This design comes from an exercise in tuning for small area, a short achievable clock period and few clock cycles on the open sky130 flow, not from production work.
The RTL was checked by simulation tests, not by an equivalence proof against the original design.
Power figures rest on the tool's default switching activity, not on a simulated workload.

===== flow/design.v =====
package cdp_pkg;
	localparam int DATA_W = 8;
	localparam int REG_W = 16;
	localparam int RAM_ADDR_W = 8;  
	localparam int RAM_DEPTH = 256;
	localparam logic [3:0] RESET_P = 4'd0;
	localparam logic [3:0] RESET_X = 4'd0;
	typedef enum logic [3:0] {
		OP_IDL_LDN = 4'h0,
		OP_INC     = 4'h1,
		OP_DEC     = 4'h2,
		OP_BRANCH  = 4'h3,
		OP_LDA     = 4'h4,
		OP_STR     = 4'h5,
		OP_IO      = 4'h6,
		OP_MISC    = 4'h7,
		OP_GLO     = 4'h8,
		OP_GHI     = 4'h9,
		OP_PLO     = 4'ha,
		OP_PHI     = 4'hb,
		OP_LBR     = 4'hc,
		OP_SEP     = 4'hd,
		OP_SEX     = 4'he,
		OP_ALU     = 4'hf
	} major_op_e;
	typedef enum logic [2:0] {
		ALU_LOAD, ALU_OR, ALU_AND, ALU_XOR, ALU_ADD, ALU_SD, ALU_SHIFT, ALU_SM
	} alu_op_e;
	typedef enum logic [2:0] {
		ST_HALT, ST_FETCH, ST_FETCH_WAIT, ST_EXEC, ST_MEM_WAIT
	} core_state_e;
endpackage
`timescale 1ns/1ps
import cdp_pkg::*;
module cpu_alu (
	input  logic [2:0]        op,
	input  logic              shift_left,
	input  logic [DATA_W-1:0] d_in,
	input  logic              df_in,
	input  logic [DATA_W-1:0] operand,
	output logic [DATA_W-1:0] d_out,
	output logic              df_out
);
	logic sub_d;
	logic sub_m;
	logic [DATA_W:0] sum;
	assign sub_d = (op == ALU_SD);
	assign sub_m = (op == ALU_SM);
	assign sum = {1'b0, d_in ^ {DATA_W{sub_d}}} + {1'b0, operand ^ {DATA_W{sub_m}}}
		+ {{DATA_W{1'b0}}, sub_d | sub_m};
	always_comb begin
		d_out = d_in;
		df_out = df_in;
		case (op)
			ALU_LOAD: d_out = operand;
			ALU_OR:   d_out = d_in | operand;
			ALU_AND:  d_out = d_in & operand;
			ALU_XOR:  d_out = d_in ^ operand;
			ALU_ADD, ALU_SD, ALU_SM: begin
				d_out = sum[DATA_W-1:0];
				df_out = sum[DATA_W];  
			end
			ALU_SHIFT: begin
				if (shift_left) begin
					d_out = {d_in[DATA_W-2:0], 1'b0};
					df_out = d_in[DATA_W-1];
				end else begin
					d_out = {1'b0, d_in[DATA_W-1:1]};
					df_out = d_in[0];
				end
			end
		endcase
	end
endmodule
`timescale 1ns/1ps
import cdp_pkg::*;
module cpu_core (
	input  logic                  clk,
	input  logic                  rst_n,
	input  logic                  run,
	input  logic                  hold,
	output logic                  replan,
	input  logic [4*DATA_W-1:0]   bank_rdata,
	input  logic [RAM_ADDR_W-1:0] wa,
	output logic [RAM_ADDR_W-1:0] wa_next,
	output logic                  plan_mem,
	output logic [RAM_ADDR_W-1:0] plan_mem_addr,
	output logic                  plan_jmp,
	output logic [RAM_ADDR_W-1:0] plan_jmp_addr,
	output logic [DATA_W-1:0]     rdata_wa,
	output logic                  st_we,
	output logic [RAM_ADDR_W-1:0] st_addr,
	output logic [DATA_W-1:0]     st_data,
	input  logic                  snoop_we,
	input  logic [RAM_ADDR_W-1:0] snoop_addr,
	input  logic [DATA_W-1:0]     snoop_data,
	output logic                  q,
	output logic                  idle
);
	logic [REG_W-1:0] regs [16];  
	logic [REG_W-1:0] pc;
	logic [3:0] p;
	logic [3:0] x;
	logic [DATA_W-1:0] d;
	logic df;
	logic [DATA_W-1:0] ir;
	logic iv;
	logic [DATA_W-1:0] nxt;  
	logic nv;
	logic [1:0] opb;  
	logic act;
	logic ex_a;
	logic ex;
	logic [3:0] major;
	logic [3:0] n;
	logic n_is_p;
	logic is_alu;
	logic is_imm;
	logic is_alux;
	logic alux_m;  
	logic ldx_m;  
	logic mem_m;  
	logic conflict;
	logic two_byte;
	logic bubble;
	logic [REG_W-1:0] bubble_pc;
	logic [3:0] rsel;
	logic [REG_W-1:0] rv;
	logic branch_cond;
	logic take_branch;
	logic jump;
	logic [2:0] ir_op;
	logic [2:0] alu_op;
	logic [1:0] osel;
	logic [DATA_W-1:0] operand;
	logic [DATA_W-1:0] alu_d;
	logic alu_df;
	logic [DATA_W-1:0] bank [4];
	logic [1:0] wa_b1;
	logic [DATA_W-1:0] rdata_wa1;
	logic [1:0] wa_b2;
	logic snoop_hit;
	logic [RAM_ADDR_W-1:0] ir_addr;
	logic [REG_W-1:0] pc_n;
	logic [DATA_W-1:0] ir_n;
	logic iv_n;
	logic nv_n;
	logic [DATA_W-1:0] nxt_n;
	logic [3:0] x_n;
	logic n_alux;
	logic n_ldx;
	logic [DATA_W-1:0] rn_n;
	logic wr_lo;
	logic [DATA_W-1:0] wr_lo_val;
	logic [DATA_W-1:0] rx_n;
	assign act = !idle && !hold;
	assign ex_a = act && iv;
	assign ex = run && ex_a;
	assign replan = run || hold || !iv;
	assign major = ir[7:4];
	assign n = ir[3:0];
	assign n_is_p = (n == p);
	assign is_alu = (major == OP_ALU);
	assign is_imm = is_alu && ir[3] && (ir[2:0] != ALU_SHIFT);
	assign is_alux = is_alu && !ir[3] && (ir[2:0] != ALU_SHIFT);
	assign alux_m = is_alux && (x != p);
	assign ldx_m = (((major == OP_IDL_LDN) && (n != 4'd0)) || (major == OP_LDA)) && !n_is_p;
	assign mem_m = alux_m || ldx_m;
	assign conflict = mem_m && (opb == wa[1:0]);
	assign rsel = is_alu ? x : n;
	assign rv = (rsel == p) ? pc : regs[rsel];
	always_comb begin
		case (ir[2:0])
			3'd0:    branch_cond = 1'b1;
			3'd1:    branch_cond = q;
			3'd2:    branch_cond = (d == '0);
			3'd3:    branch_cond = df;
			default: branch_cond = 1'b0;  
		endcase
	end
	assign take_branch = branch_cond ^ ir[3];
	assign jump = (major == OP_BRANCH) && take_branch && nv;
	always_comb begin
		for (int k = 0; k < 4; k++)
			bank[k] = bank_rdata[k*DATA_W +: DATA_W];
	end
	assign wa_b1 = wa[1:0] + 1'b1;
	assign rdata_wa = bank[wa[1:0]];
	assign rdata_wa1 = bank[wa_b1];
	assign wa_b2 = wa[1:0] + 2'd2;
	assign osel = mem_m ? opb : wa[1:0];
	assign operand = bank[osel];
	assign alu_op = is_alu ? ir[2:0] : ALU_LOAD;  
	cpu_alu i_cpu_alu (
		.op(alu_op),
		.shift_left(ir[3]),
		.d_in(d),
		.df_in(df),
		.operand(operand),
		.d_out(alu_d),
		.df_out(alu_df)
	);
	always_comb begin
		two_byte = 1'b0;
		case (major)
			OP_INC:    two_byte = n_is_p;
			OP_BRANCH: two_byte = !take_branch;
			OP_LDA:    two_byte = n_is_p;
			OP_ALU:    two_byte = is_imm;
			default: ;
		endcase
	end
	always_comb begin
		bubble = 1'b0;
		bubble_pc = pc;
		case (major)
			OP_DEC: begin
				bubble = n_is_p;
				bubble_pc = pc - 1'b1;
			end
			OP_BRANCH: begin
				if (take_branch) begin
					bubble = !nv;
					bubble_pc = {pc[REG_W-1:DATA_W], rdata_wa};
				end else begin
					bubble = nv && (nxt[1:0] == wa_b1);
					bubble_pc = pc + 1'b1;
				end
			end
			OP_STR: bubble = (rv[RAM_ADDR_W-1:0] == pc[RAM_ADDR_W-1:0]);  
			OP_PLO: begin
				bubble = n_is_p;
				bubble_pc = {pc[REG_W-1:DATA_W], d};
			end
			OP_PHI: begin
				bubble = n_is_p;
				bubble_pc = {d, pc[DATA_W-1:0]};
			end
			OP_SEP: begin
				bubble = 1'b1;
				bubble_pc = rv;
			end
			default: bubble = conflict && !nv;  
		endcase
	end
	assign ir_addr = pc[RAM_ADDR_W-1:0] - 1'b1;
	assign snoop_hit = snoop_we && iv && (snoop_addr == ir_addr);
	always_comb begin
		pc_n = pc;
		ir_n = ir;
		iv_n = iv;
		nv_n = nv && !snoop_we;
		nxt_n = nxt;
		if (act) begin
			nv_n = 1'b0;
			nxt_n = rdata_wa1;
			if (!iv) begin
				ir_n = rdata_wa;
				pc_n = pc + 1'b1;
				iv_n = 1'b1;
				nv_n = 1'b1;
			end else if (bubble) begin
				pc_n = bubble_pc;
				iv_n = 1'b0;
			end else if (conflict) begin
				ir_n = nxt;
				pc_n = pc + 1'b1;
				nv_n = 1'b1;
			end else if (jump) begin
				ir_n = bank[nxt[1:0]];
				pc_n = {pc[REG_W-1:DATA_W], nxt} + 1'b1;
			end else if (two_byte) begin
				ir_n = rdata_wa1;
				pc_n = pc + 2'd2;
				nxt_n = bank[wa_b2];
				nv_n = !((major == OP_BRANCH) && nv && (nxt[1:0] == wa_b2));
			end else begin
				ir_n = rdata_wa;
				pc_n = pc + 1'b1;
				nv_n = !((major == OP_STR) && (rv[RAM_ADDR_W-1:0] == ir_addr + 2'd2))
					&& !(mem_m && (opb == wa_b1));
			end
		end else if (snoop_hit) begin
			ir_n = snoop_data;
		end
	end
	assign x_n = (ex_a && (major == OP_SEX)) ? n : x;
	always_comb begin
		wr_lo = 1'b0;
		wr_lo_val = rv[DATA_W-1:0];
		if (ex_a && !n_is_p) begin
			case (major)
				OP_INC, OP_LDA: begin
					wr_lo = 1'b1;
					wr_lo_val = rv[DATA_W-1:0] + 1'b1;
				end
				OP_DEC: begin
					wr_lo = 1'b1;
					wr_lo_val = rv[DATA_W-1:0] - 1'b1;
				end
				OP_PLO: begin
					wr_lo = 1'b1;
					wr_lo_val = d;
				end
				default: ;
			endcase
		end
	end
	always_comb begin
		if (wr_lo && (x_n == n))
			rx_n = wr_lo_val;
		else
			rx_n = regs[x_n][DATA_W-1:0];
		if (wr_lo && (ir_n[3:0] == n))
			rn_n = wr_lo_val;
		else
			rn_n = regs[ir_n[3:0]][DATA_W-1:0];
	end
	assign n_alux = iv_n && (ir_n[7:4] == OP_ALU) && !ir_n[3] && (ir_n[2:0] != ALU_SHIFT)
		&& (x_n != p);
	assign n_ldx = iv_n && (((ir_n[7:4] == OP_IDL_LDN) && (ir_n[3:0] != 4'd0)) || (ir_n[7:4] == OP_LDA))
		&& (ir_n[3:0] != p);
	assign plan_mem = n_alux || n_ldx;
	assign plan_mem_addr = n_alux ? rx_n : rn_n;
	assign plan_jmp = iv_n && (ir_n[7:4] == OP_BRANCH) && nv_n;
	assign plan_jmp_addr = nxt_n;
	assign wa_next = pc_n[RAM_ADDR_W-1:0];
	assign st_we = ex && (major == OP_STR);
	assign st_addr = rv[RAM_ADDR_W-1:0];
	assign st_data = d;
	always_ff @(posedge clk) begin
		if (replan) begin
			ir <= ir_n;
			nxt <= nxt_n;
			opb <= plan_mem_addr[1:0];
		end
		if (!rst_n) begin
			pc <= '0;
			iv <= 1'b0;
			nv <= 1'b0;
			p <= RESET_P;
			x <= RESET_X;
			d <= '0;
			df <= 1'b0;
			q <= 1'b0;
			idle <= 1'b0;
		end else begin
			if (replan) begin
				pc <= pc_n;
				iv <= iv_n;
				nv <= nv_n;
				x <= x_n;
			end
			if (ex) begin
				case (major)
					OP_IDL_LDN: begin
						if (n == 4'd0)
							idle <= 1'b1;
						else
							d <= alu_d;
					end
					OP_MISC: begin
						if (n == 4'ha)
							q <= 1'b0;  
						else if (n == 4'hb)
							q <= 1'b1;  
					end
					OP_GLO: d <= rv[DATA_W-1:0];
					OP_GHI: d <= rv[REG_W-1:DATA_W];
					OP_SEP: p <= n;
					OP_LDA: d <= alu_d;
					OP_ALU: begin
						d <= alu_d;
						df <= alu_df;
					end
					default: ;
				endcase
			end
		end
	end
	always_ff @(posedge clk) begin
		if (ex) begin
			case (major)
				OP_INC: if (!n_is_p) regs[n] <= rv + 1'b1;
				OP_DEC: if (!n_is_p) regs[n] <= rv - 1'b1;
				OP_LDA: if (!n_is_p) regs[n] <= rv + 1'b1;
				OP_PLO: if (!n_is_p) regs[n][DATA_W-1:0] <= d;
				OP_PHI: if (!n_is_p) regs[n][REG_W-1:DATA_W] <= d;
				OP_SEP: regs[p] <= pc;
				default: ;
			endcase
		end
	end
endmodule
`timescale 1ns/1ps
import cdp_pkg::*;
module mem_arbiter (
	input  logic                  clk,
	input  logic                  rst_n,
	input  logic                  host_req,
	input  logic                  host_we,
	input  logic [RAM_ADDR_W-1:0] host_addr,
	input  logic [DATA_W-1:0]     host_wdata,
	input  logic                  replan,
	input  logic [RAM_ADDR_W-1:0] core_wa_next,
	input  logic                  plan_mem,
	input  logic [RAM_ADDR_W-1:0] plan_mem_addr,
	input  logic                  plan_jmp,
	input  logic [RAM_ADDR_W-1:0] plan_jmp_addr,
	input  logic                  core_we,
	input  logic [RAM_ADDR_W-1:0] core_waddr,
	input  logic [DATA_W-1:0]     core_wdata,
	input  logic [DATA_W-1:0]     rdata_wa,
	output logic                  host_ack,
	output logic [DATA_W-1:0]     host_rdata,
	output logic [RAM_ADDR_W-1:0] wa,
	output logic [4*(RAM_ADDR_W-2)-1:0] row,
	output logic                  ram_we,
	output logic [RAM_ADDR_W-1:0] ram_waddr,
	output logic [DATA_W-1:0]     ram_wdata,
	output logic                  snoop_we
);
	logic host_we_q;
	logic [DATA_W-1:0] host_wdata_q;
	logic [RAM_ADDR_W-1:0] wa_n;
	logic [RAM_ADDR_W-3:0] row_n;
	logic [RAM_ADDR_W-3:0] row_n1;
	logic [RAM_ADDR_W-3:0] bank_row_n [4];
	assign wa_n = host_req ? host_addr : core_wa_next;
	assign row_n = wa_n[RAM_ADDR_W-1:2];
	assign row_n1 = row_n + 1'b1;
	always_comb begin
		for (int k = 0; k < 4; k++) begin
			if (!host_req && plan_mem && (plan_mem_addr[1:0] == k))
				bank_row_n[k] = plan_mem_addr[RAM_ADDR_W-1:2];
			else if (!host_req && plan_jmp && (plan_jmp_addr[1:0] == k))
				bank_row_n[k] = plan_jmp_addr[RAM_ADDR_W-1:2];
			else if (k < wa_n[1:0])
				bank_row_n[k] = row_n1;
			else
				bank_row_n[k] = row_n;
		end
	end
	always_ff @(posedge clk) begin
		if (!rst_n) begin
			host_ack <= 1'b0;
			wa <= '0;
			row <= '0;
		end else begin
			host_ack <= host_req;
			if (host_req || replan) begin
				wa <= wa_n;
				for (int k = 0; k < 4; k++)
					row[k*(RAM_ADDR_W-2) +: RAM_ADDR_W-2] <= bank_row_n[k];
			end
		end
		host_we_q <= host_we;
		host_wdata_q <= host_wdata;
	end
	assign host_rdata = rdata_wa;
	assign snoop_we = host_ack && host_we_q;
	assign ram_we = snoop_we || core_we;
	assign ram_waddr = host_ack ? wa : core_waddr;
	assign ram_wdata = host_ack ? host_wdata_q : core_wdata;
endmodule
`timescale 1ns/1ps
import cdp_pkg::*;
module scratch_ram (
	input  logic                  clk,
	input  logic                  we,
	input  logic [RAM_ADDR_W-1:0] waddr,
	input  logic [DATA_W-1:0]     wdata,
	input  logic [4*(RAM_ADDR_W-2)-1:0] row,
	output logic [4*DATA_W-1:0]   rdata
);
	for (genvar k = 0; k < 4; k++) begin : g_bank
		logic [DATA_W-1:0] mem [RAM_DEPTH/4];
		always_ff @(posedge clk) begin
			if (we && (waddr[1:0] == k))
				mem[waddr[RAM_ADDR_W-1:2]] <= wdata;
		end
		assign rdata[k*DATA_W +: DATA_W] = mem[row[k*(RAM_ADDR_W-2) +: RAM_ADDR_W-2]];
	end
endmodule
`timescale 1ns/1ps
import cdp_pkg::*;
module cdp_top (
	input  logic                  clk,
	input  logic                  rst_n,
	input  logic                  run,
	input  logic                  host_req,
	input  logic                  host_we,
	input  logic [RAM_ADDR_W-1:0] host_addr,
	input  logic [DATA_W-1:0]     host_wdata,
	output logic                  host_ack,
	output logic [DATA_W-1:0]     host_rdata,
	output logic                  q,
	output logic                  idle
);
	logic [4*(RAM_ADDR_W-2)-1:0] ram_row;
	logic [4*DATA_W-1:0] ram_rdata;
	logic [RAM_ADDR_W-1:0] wa;
	logic replan;
	logic plan_mem;
	logic [RAM_ADDR_W-1:0] plan_mem_addr;
	logic plan_jmp;
	logic [RAM_ADDR_W-1:0] plan_jmp_addr;
	logic [DATA_W-1:0] rdata_wa;
	logic ram_we;
	logic [RAM_ADDR_W-1:0] ram_waddr;
	logic [DATA_W-1:0] ram_wdata;
	logic [RAM_ADDR_W-1:0] core_wa_next;
	logic core_we;
	logic [RAM_ADDR_W-1:0] core_waddr;
	logic [DATA_W-1:0] core_wdata;
	logic snoop_we;
	cpu_core i_cpu_core (
		.clk(clk),
		.rst_n(rst_n),
		.run(run),
		.hold(host_ack),
		.replan(replan),
		.bank_rdata(ram_rdata),
		.wa(wa),
		.wa_next(core_wa_next),
		.plan_mem(plan_mem),
		.plan_mem_addr(plan_mem_addr),
		.plan_jmp(plan_jmp),
		.plan_jmp_addr(plan_jmp_addr),
		.rdata_wa(rdata_wa),
		.st_we(core_we),
		.st_addr(core_waddr),
		.st_data(core_wdata),
		.snoop_we(snoop_we),
		.snoop_addr(wa),
		.snoop_data(ram_wdata),
		.q(q),
		.idle(idle)
	);
	mem_arbiter i_mem_arbiter (
		.clk(clk),
		.rst_n(rst_n),
		.host_req(host_req),
		.host_we(host_we),
		.host_addr(host_addr),
		.host_wdata(host_wdata),
		.replan(replan),
		.core_wa_next(core_wa_next),
		.plan_mem(plan_mem),
		.plan_mem_addr(plan_mem_addr),
		.plan_jmp(plan_jmp),
		.plan_jmp_addr(plan_jmp_addr),
		.core_we(core_we),
		.core_waddr(core_waddr),
		.core_wdata(core_wdata),
		.rdata_wa(rdata_wa),
		.host_ack(host_ack),
		.host_rdata(host_rdata),
		.wa(wa),
		.row(ram_row),
		.ram_we(ram_we),
		.ram_waddr(ram_waddr),
		.ram_wdata(ram_wdata),
		.snoop_we(snoop_we)
	);
	scratch_ram i_scratch_ram (
		.clk(clk),
		.we(ram_we),
		.waddr(ram_waddr),
		.wdata(ram_wdata),
		.row(ram_row),
		.rdata(ram_rdata)
	);
endmodule

===== flow/run.sh =====
#!/bin/bash
# synth_recipe.tcl (not shown) runs the flow's synth.tcl, then flattens the netlist and writes it again
# the make line also repeats each setting of config.mk as NAME=value (left out here)
make -C /OpenROAD-flow-scripts/flow DESIGN_CONFIG=/design/flow/config.mk WORK_HOME=/design/flow/orfs CLKGATE_MAP_FILE= SYNTH_SCRIPT=/design/flow/synth_recipe.tcl finish

===== flow/config.mk =====
export PLATFORM = sky130hd
export DESIGN_NAME = cdp_top
export DESIGN_NICKNAME = cdp_top
export VERILOG_FILES = /design/flow/design.v
export SDC_FILE = /design/flow/constraint.sdc
export NUM_CORES = 4
export LEC_CHECK = 0
export CAP_MARGIN = 20
export CORE_MARGIN = 2
export CORE_UTILIZATION = 50
export SETUP_SLACK_MARGIN = 5
export SLEW_MARGIN = 20
export SYNTH_HIERARCHICAL = 1

===== flow/constraint.sdc =====
create_clock -name core_clock -period 11.0 [get_ports {clk}]
set_input_delay 2.2000 -clock core_clock [delete_from_list [all_inputs] [get_ports {clk}]]
set_output_delay 2.2000 -clock core_clock [all_outputs]
set_load 0.01 [all_outputs]

==> results of run 1 <==
-- modules after synthesis (local to each module, per instance), excerpt --
module,flip-flops and latches,cell area (sq um)
cpu_core,311,22000
mem_arbiter,42,2740
cpu_alu,0,1290
scratch_ram,2048,79400
-- flip-flops by register name (all words and copies together) (netlist names), 2 cells and up --
name                        cells
i_cpu_core.opb                  2
i_mem_arbiter.wa                8
i_cpu_core.nxt                  8
i_cpu_core.pc                  16
i_cpu_core.d                    8
i_scratch_ram.g_bank.mem     2048
i_cpu_core.x                    4
i_cpu_core.regs               256
i_cpu_core.ir                   8
i_mem_arbiter.host_wdata_q      8
i_mem_arbiter.row              24
i_cpu_core.p                    4
-- cells in the final DEF, fill, tap and decap left out, types with 33 or more instances in the layout --
| master | synthesis | routed |
|---|---|---|
| edfxtp_1 | 2322 | 2322 |
| nor2_1 | 473 | 263 |
| nor2b_1 | 42 | 37 |
| dfxtp_1 | 79 | 59 |
| inv_1 | 68 | 60 |
| a211oi_1 | 88 | 64 |
| buf_12 | 0 | 38 |
| nand3_1 | 131 | 123 |
| mux4_2 | 561 | 561 |
| and2_1 | 41 | 37 |
| nand2_2 | 4 | 52 |
| nor2_2 | 2 | 197 |
| o21ai_1 | 27 | 37 |
| ha_1 | 48 | 48 |
| clkinv_1 | 4 | 53 |
| nor3_1 | 67 | 55 |
| buf_6 | 27 | 37 |
| buf_4 | 57 | 340 |
| nand2_1 | 524 | 470 |
| o21ai_0 | 163 | 136 |
| mux2_2 | 48 | 33 |
| o211ai_1 | 41 | 41 |
| clkbuf_16 | 0 | 243 |
| o221ai_1 | 56 | 50 |
| clkinv_2 | 0 | 44 |
| clkbuf_1 | 196 | 43 |
| xnor2_1 | 106 | 105 |
| a21oi_1 | 155 | 137 |
| o22ai_1 | 91 | 79 |
| a222oi_1 | 38 | 38 |
| mux2i_1 | 242 | 214 |
-- area by class of cell --
type                            count  share of cell area (%)
Timing Repair Buffer              497                    4.36
Inverter                           77                   0.282
Clock inverter                    162                    1.43
Timing Repair inverter              3                  0.0357
Multi-Input combinational cell   3539                    27.8
Antenna cell                        6                  0.0122
Clock buffer                      284                    5.04
Tap cell                         2805                    2.86
Sequential cell                  2401                    58.2
-- power breakdown --
group	switching [mW]	internal, mW
logic	8.61	4.99
registers	0.206	11.0
clock network	3.58	4.74
total	12.4	20.7
-- layer usage --
metal	wire [microns]	vias up	global-route usage [%]
met2	150000	3451	45.6
met1	134000	33548	43.6
met3	32800	646	6.71
met4	13000	17	10.4
met5	352	-	0.713
li1	-	26549	-
-- kinds of logic (layout without fill, tap and decap cells) --
group | count (synthesis) | after routing
AND/OR/NAND/NOR | 1506 | 1507
flip-flops | 2401 | 2401
XOR/XNOR | 139 | 139
adder cells (fa/ha/maj) | 51 | 51
multiplexers | 864 | 865
buffers and inverters | 508 | 1023
other | 0 | 6
AO/OA/AOI/OAI | 976 | 977
-- critical path, cell delays in order, from the launching register on --
cell and delay (ns):
dfxtp_4 0.49, buf_8 0.28, buf_6 0.28, mux4_2 0.33
mux2i_1 0.31, a22oi_1 0.15, nand2_1 0.22, nand2_4 0.16
a222oi_1 0.39, mux2_4 0.25, clkinvlp_4 0.13, buf_6 0.15
-- per-stage QoR --
| step | std cells | setup slack [ns] | instance area, sq um |
|---|---|---|---|
| global placement | 9010 | 2.62 | 109000 |
| finish | 9774 | 4.75 | 123000 |
| floorplan | 6445 | 5.04 | 105000 |
| CTS | 9680 | 4.71 | 121000 |
| global route | 9770 | 4.68 | 123000 |
| detailed placement | 9010 | 2.42 | 109000 |
-- timing repair --
item | in CTS | in global routing
resized for setup | 601 | 181
gates cloned | 28 | 4
setup buffers | 196 | 84
pin swaps | 56 | 80
setup endpoints to repair | 2259 | 1352
-- final timing paths --
kind | startpoint | end | depth (start not counted)
setup reg to reg | i_mem_arbiter.row[6] | i_mem_arbiter.row[4] | 24
setup / recovery | i_mem_arbiter.row[8] | host_rdata[7] | 11
hold reg to reg | i_mem_arbiter.wa[3] | i_mem_arbiter.wa[3] | 2
hold / removal | i_mem_arbiter.wa[3] | i_mem_arbiter.wa[3] | 2
==> notes.md, run 1 <==
drt total wl 330000 microns; placed wire-length estimate 203000 microns; total track usage 30.2%; Synth Area in Compound Gates 6.56%; grt ovf 0; r2r setup slk 4.76 ns; max-cap violations 0; Pwr Density 270 nW/um^2; synth unique cells 119; Peak supply drop 0.000318 V; max-slew violations 0; register area 71400 sq um; Least-Margin Pin Slew 1.18 ns; largest area contributor in the netlist edfxtp_1; root buffer cell clkbuf_16; clock transition at the registers of the reported paths 0.06 ns; mux cell area share after synthesis 15.0%; LEAKAGE 39.1 nW; Fillers 15814; initial core utilization 50.3%; maximum clock path buffer count 3; fmax 160 MHz; ANT nets after route 0; die height 463 microns; CP Launch Type register; DR vias 64211; Post-synth EDFFs 2322; ys flop type edfxtp_1; H-tree depth 4; Setup violations, final 0; largest net degree at the start of global routing 126; crit end category output port; Hold-fix buffers, CTS 0; final core utilization 58.5%; routed vias/inst 6.57; fin crit period 6.25 ns; Hold Slack 0.545 ns; Max-slew headroom 21.1%; Core Area 210000 sq um; Die X 463 microns; area delta synth->final 16.4%; Crit path arrival time 4.05 ns; syn_nets 6517; Port Buffer Count 31; Final TNS setup 0 ns; layout cells sized above 1 29.3%; TritonCTS clock tree yes; Required @ worst endpoint 8.80 ns; sequential area share after synthesis 67.7%; #FFs+latches synth 2401; RSZ-0062 raised after global routing true; Layout Nets 6829; largest family of logic cells by synthesized area multiplexers; drt wl/cell 33.7 microns; first-pass GRT wire length 465000 microns; Multi-input gate area 34100 sq um; Critical Path Fanout Max 22; Synth Area in XOR/XNOR 1.18%; Gate Count Post-Synth 6445; adder-cell share of the synthesized area 0.627%; row count 168; post-synthesis simple-gate area fraction 6.61%; status finished clean; drt pass-1 iters 10; critical path class reg -> out; Mapped Avg Cell Area 16.3 sq um; overall power consumption 33.1 mW; First DRT Iteration DRCs 9092; Inserted Clock Buffers 238; Clk Latency, worst-skew pair 0.90 ns; worst hold path type reg -> reg; period utilisation layout 56.8%; vias in the first global route 61512; Ports 32; Fin Clk Skew 0.0533 ns; most numerous cell in the Yosys netlist edfxtp_1; Area contributors post-synth edfxtp_1 (66%), mux4_2 (12%), mux2i_1 (2.3%); list of most frequent post-synthesis cells edfxtp_1 (2322), mux4_2 (561), nand2_1 (524); DRC errors left 0; FFs w/ async S/R, synth 0%; warning count from the yosys run 12; clock sinks 2401; final hold vios 0; DIE AREA 214000 sq um; antenna violations before repair 12; Final GP Congestion 0.974; Yosys top cell area share 66.2%; mapped cell area 105000 sq um
Testbench counts, summed over its fixed seeds: cycles 61,738.
==> inputs of run 2 (changes only) <==
--- a/flow/config.mk
+++ b/flow/config.mk
@@ -10,2 +10,4 @@
 export CORE_UTILIZATION = 50
+export CTS_CLUSTER_DIAMETER = 80
+export CTS_CLUSTER_SIZE = 20
 export SETUP_SLACK_MARGIN = 5
==> run 2 against run 1 <==
Total power shrank 8.4%. Register-to-register slack better by 0.05 ns. Worst hold slack worse by 0.0058 ns. Non-clock buffer count shrank 13. Core utilization is 1.7 points lower. Flip-flop and latch count stayed put. Critical path depth is 15 higher.
==> notes.md, run 2 <==
status finished clean (unchanged); maximum clock path buffer count 3 (unchanged); critical path class reg -> reg (was reg -> out); DR vias 63425 (was 64211); layout cells sized above 1 27.9% (was 29.3%); largest family of logic cells by synthesized area multiplexers (unchanged); Fin Clk Skew 0.0723 ns (was 0.0533 ns); worst hold path type reg -> reg (unchanged); TritonCTS clock tree yes (unchanged); Area contributors post-synth edfxtp_1 (66%), mux4_2 (12%), mux2i_1 (2.3%) (unchanged); area delta synth->final 12.9% (was 16.4%); fmax 162 MHz (was 160 MHz); vias in the first global route 60178 (was 61512); crit end category register (was output port); DP Worst Slack 2.42 ns (unchanged); sequential area share after synthesis 67.7% (unchanged); Hold-fix buffers, CTS 0 (unchanged); mux cell area share after synthesis 15.0% (unchanged); Yosys top cell area share 66.2% (unchanged); DRC errors left 0 (unchanged); Worst path max stage delay 0.55 ns (was 0.49 ns); #FFs+latches synth 2401 (unchanged); ys flop type edfxtp_1 (unchanged); first-pass GRT wire length 459000 microns (was 465000 microns); H-tree depth 4 (unchanged); antenna violations before repair 8 (was 12); Finished Cell Area 119000 sq um (was 123000 sq um); largest net degree at the start of global routing 126 (unchanged); Synth Area in XOR/XNOR 1.18% (unchanged); RSZ-0062 raised after global routing true (unchanged); Critical Path Fanout Max 15 (was 22); fin crit period 6.19 ns (was 6.25 ns); clock sinks 2401 (unchanged); Crit path arrival time 6.93 ns (was 4.05 ns); Least-Margin Pin Slew 1.19 ns (was 1.18 ns); syn_nets 6517 (unchanged); list of most frequent post-synthesis cells edfxtp_1 (2322), mux4_2 (561), nand2_1 (524) (unchanged); Ports 32 (unchanged); final core utilization 56.8% (was 58.5%); routed vias/inst 6.66 (was 6.57); dpl cell area 109000 sq um (unchanged); CP Launch Type register (unchanged); drt pass-1 iters 9 (was 10); adder-cell share of the synthesized area 0.627% (unchanged); Pwr Density 255 nW/um^2 (was 270 nW/um^2); PnR worst setup slack 4.81 ns (was 4.75 ns); Final TNS setup 0 ns (unchanged); FFs w/ async S/R, synth 0% (unchanged); period utilisation layout 56.2% (was 56.8%); synth unique cells 119 (unchanged); LEAKAGE 37.3 nW (was 39.1 nW); post-synthesis simple-gate area fraction 6.61% (unchanged); commonest non-fill, non-tap cell in the layout edfxtp_1 (unchanged); most frequent cells in the layout edfxtp_1 (2322), mux4_2 (561), nand2_1 (475) (was edfxtp_1 (2322), mux4_2 (561), nand2_1 (470)); First DRT Iteration DRCs 9466 (was 9092); Max-slew headroom 20.4% (was 21.1%); Mapped Avg Cell Area 16.3 sq um (unchanged); die height 463 microns (unchanged); Final GP Congestion 0.974 (unchanged); largest area contributor in the netlist edfxtp_1 (unchanged); flip-flop count of the largest register after layout 2048 (unchanged); placed wire-length estimate 203000 microns (unchanged); Port Buffer Count 31 (unchanged); drt total wl 326000 microns (was 330000 microns); Post-synth EDFFs 2322 (unchanged); Inserted Clock Buffers 149 (was 238); total track usage 29.8% (was 30.2%); Gate Count Post-Synth 6445 (unchanged); cell repeated most along the worst path buf_4 (was buf_6); ANT nets after route 0 (unchanged); Required @ worst endpoint 11.75 ns (was 8.80 ns); initial core utilization 50.3% (unchanged); final hold vios 0 (unchanged); grt ovf 0 (unchanged); Die X 463 microns (unchanged); warning count from the yosys run 12 (unchanged); max-slew violations 0 (unchanged); clock transition at the registers of the reported paths 0.08 ns (was 0.06 ns); Core Area 210000 sq um (unchanged); DIE AREA 214000 sq um (unchanged); mapped cell area 105000 sq um (unchanged); row count 168 (unchanged); Clk Latency, worst-skew pair 0.85 ns (was 0.90 ns); root buffer cell clkbuf_16 (unchanged); max-cap violations 0 (unchanged); Peak supply drop 0.000320 V (was 0.000318 V); Layout Nets 6729 (was 6829); most numerous cell in the Yosys netlist edfxtp_1 (unchanged); drt wl/cell 34.3 microns (was 33.7 microns); CP max-delay cell a222oi_1 (was dfxtp_4); Synth Area in Compound Gates 6.56% (unchanged); Setup violations, final 0 (unchanged)
run 2: cell families (layout without fill, tap and decap cells):
kind of cell	Yosys count	count (layout)
other cells	0	6
mux	864	866
fa+ha+maj	51	51
xor+xnor	139	139
compound gates	976	977
simple gates	1506	1507
buf+inv	508	769
flops	2401	2401
run 2: area by class of cell:
cell class	count	area [sq um]
Fill cell	16180	90600
Sequential cell	2401	71400
Multi-Input combinational cell	3540	34200
Timing Repair Buffer	484	5170
Clock buffer	173	3900
Tap cell	2805	3510
Clock inverter	31	407
Inverter	77	349
Timing Repair inverter	4	38.8
Antenna cell	6	15.0
run 2: worst max-delay path, delay by kind of cell (launching register included):
kind,cells,cell delay (ns)
compound gates,9,1.89
simple gates,7,1.89
buf+inv,7,1.05
mux,2,0.64
flops,1,0.46
xor+xnor,1,0.17
run 2: what timing repair did:
action / CTS / global route
gates cloned: 20 / 10
setup endpoints to repair: 2259 / 1544
setup buffers: 172 / 98
gates resized for setup: 537 / 238
pin swaps: 45 / 73
run 2: power by group:
part,switching (mW),total (mW),leakage (nW),internal (mW)
Sequential,0.197,11.2,21.8,11.0
Clock,3.08,5.68,2.09,2.60
Combinational,8.59,13.5,13.4,4.90
Total,11.9,30.4,37.3,18.5
run 2: worst paths after layout:
kind | startpoint | to | slack (ns) | depth (start not counted)
max | i_cpu_core.ir[4] | i_mem_arbiter.row[1] | 4.81 | 26
max reg2reg | i_cpu_core.ir[4] | i_mem_arbiter.row[1] | 4.81 | 26
min reg2reg | i_mem_arbiter.wa[3] | i_mem_arbiter.wa[3] | 0.54 | 2
min | i_mem_arbiter.wa[3] | i_mem_arbiter.wa[3] | 0.54 | 2
run 2: metrics by stage:
stage	total power, mW	instances	hold WS (ns)
floorplan	18.1	6445	0.438
global route	31.2	9518	0.576
finish	30.4	9521	0.539
detailed placement	22.4	9010	0.531
global placement	22.2	9010	0.528
CTS	29.3	9406	0.540
run 2: Yosys stat by module (local to each module, per instance), a selection:
module       cells inside  times used  cell area, sq um
mem_arbiter           322           1              2740
cpu_core             2283           1             22000
cpu_alu               177           1              1290
scratch_ram          3663           1             79400
run 2: metal layers:
| metal | global-route usage [%] | vias to the layer above | wire length [microns] |
|---|---|---|---|
| li1 | - | 26175 | - |
| met1 | 43.4 | 33295 | 133000 |
| met2 | 45.2 | 3372 | 148000 |
| met3 | 6.16 | 579 | 31800 |
| met4 | 9.85 | 4 | 13100 |
| met5 | 0 | - | 27 |

-- afterwards: timing with drivers on the ports --
In the flow no input, the clock included, has a driving cell. The finished layouts below were timed again as built, in two steps. Step 1 sets driving cells, clkbuf_16 on the clock port and buf_2 on the other inputs (assumed; they add their load-dependent delay and slew). Step 2 times the ports against the registers' clock, not the clock port: input delays grow and output delays shrink by t, the midpoint of the rising clock arrivals with the driver on. a / b / c = ideal / step 1 / step 2; a / b = the first two.
run	t (ns)	slack for setup (ns)	worst hold slack (ns)
run 1	0.961	4.749 / 4.660 / 4.601	0.545 / 0.545 / 0.545
run 2	0.901	4.814 / 4.748 / 4.572	0.539 / 0.539 / 0.539
After both steps every run listed still meets setup and hold. For run 2, which loses most, drivers alone change the setup slack by -0.066 ns; drivers and shift together by -0.242 ns.
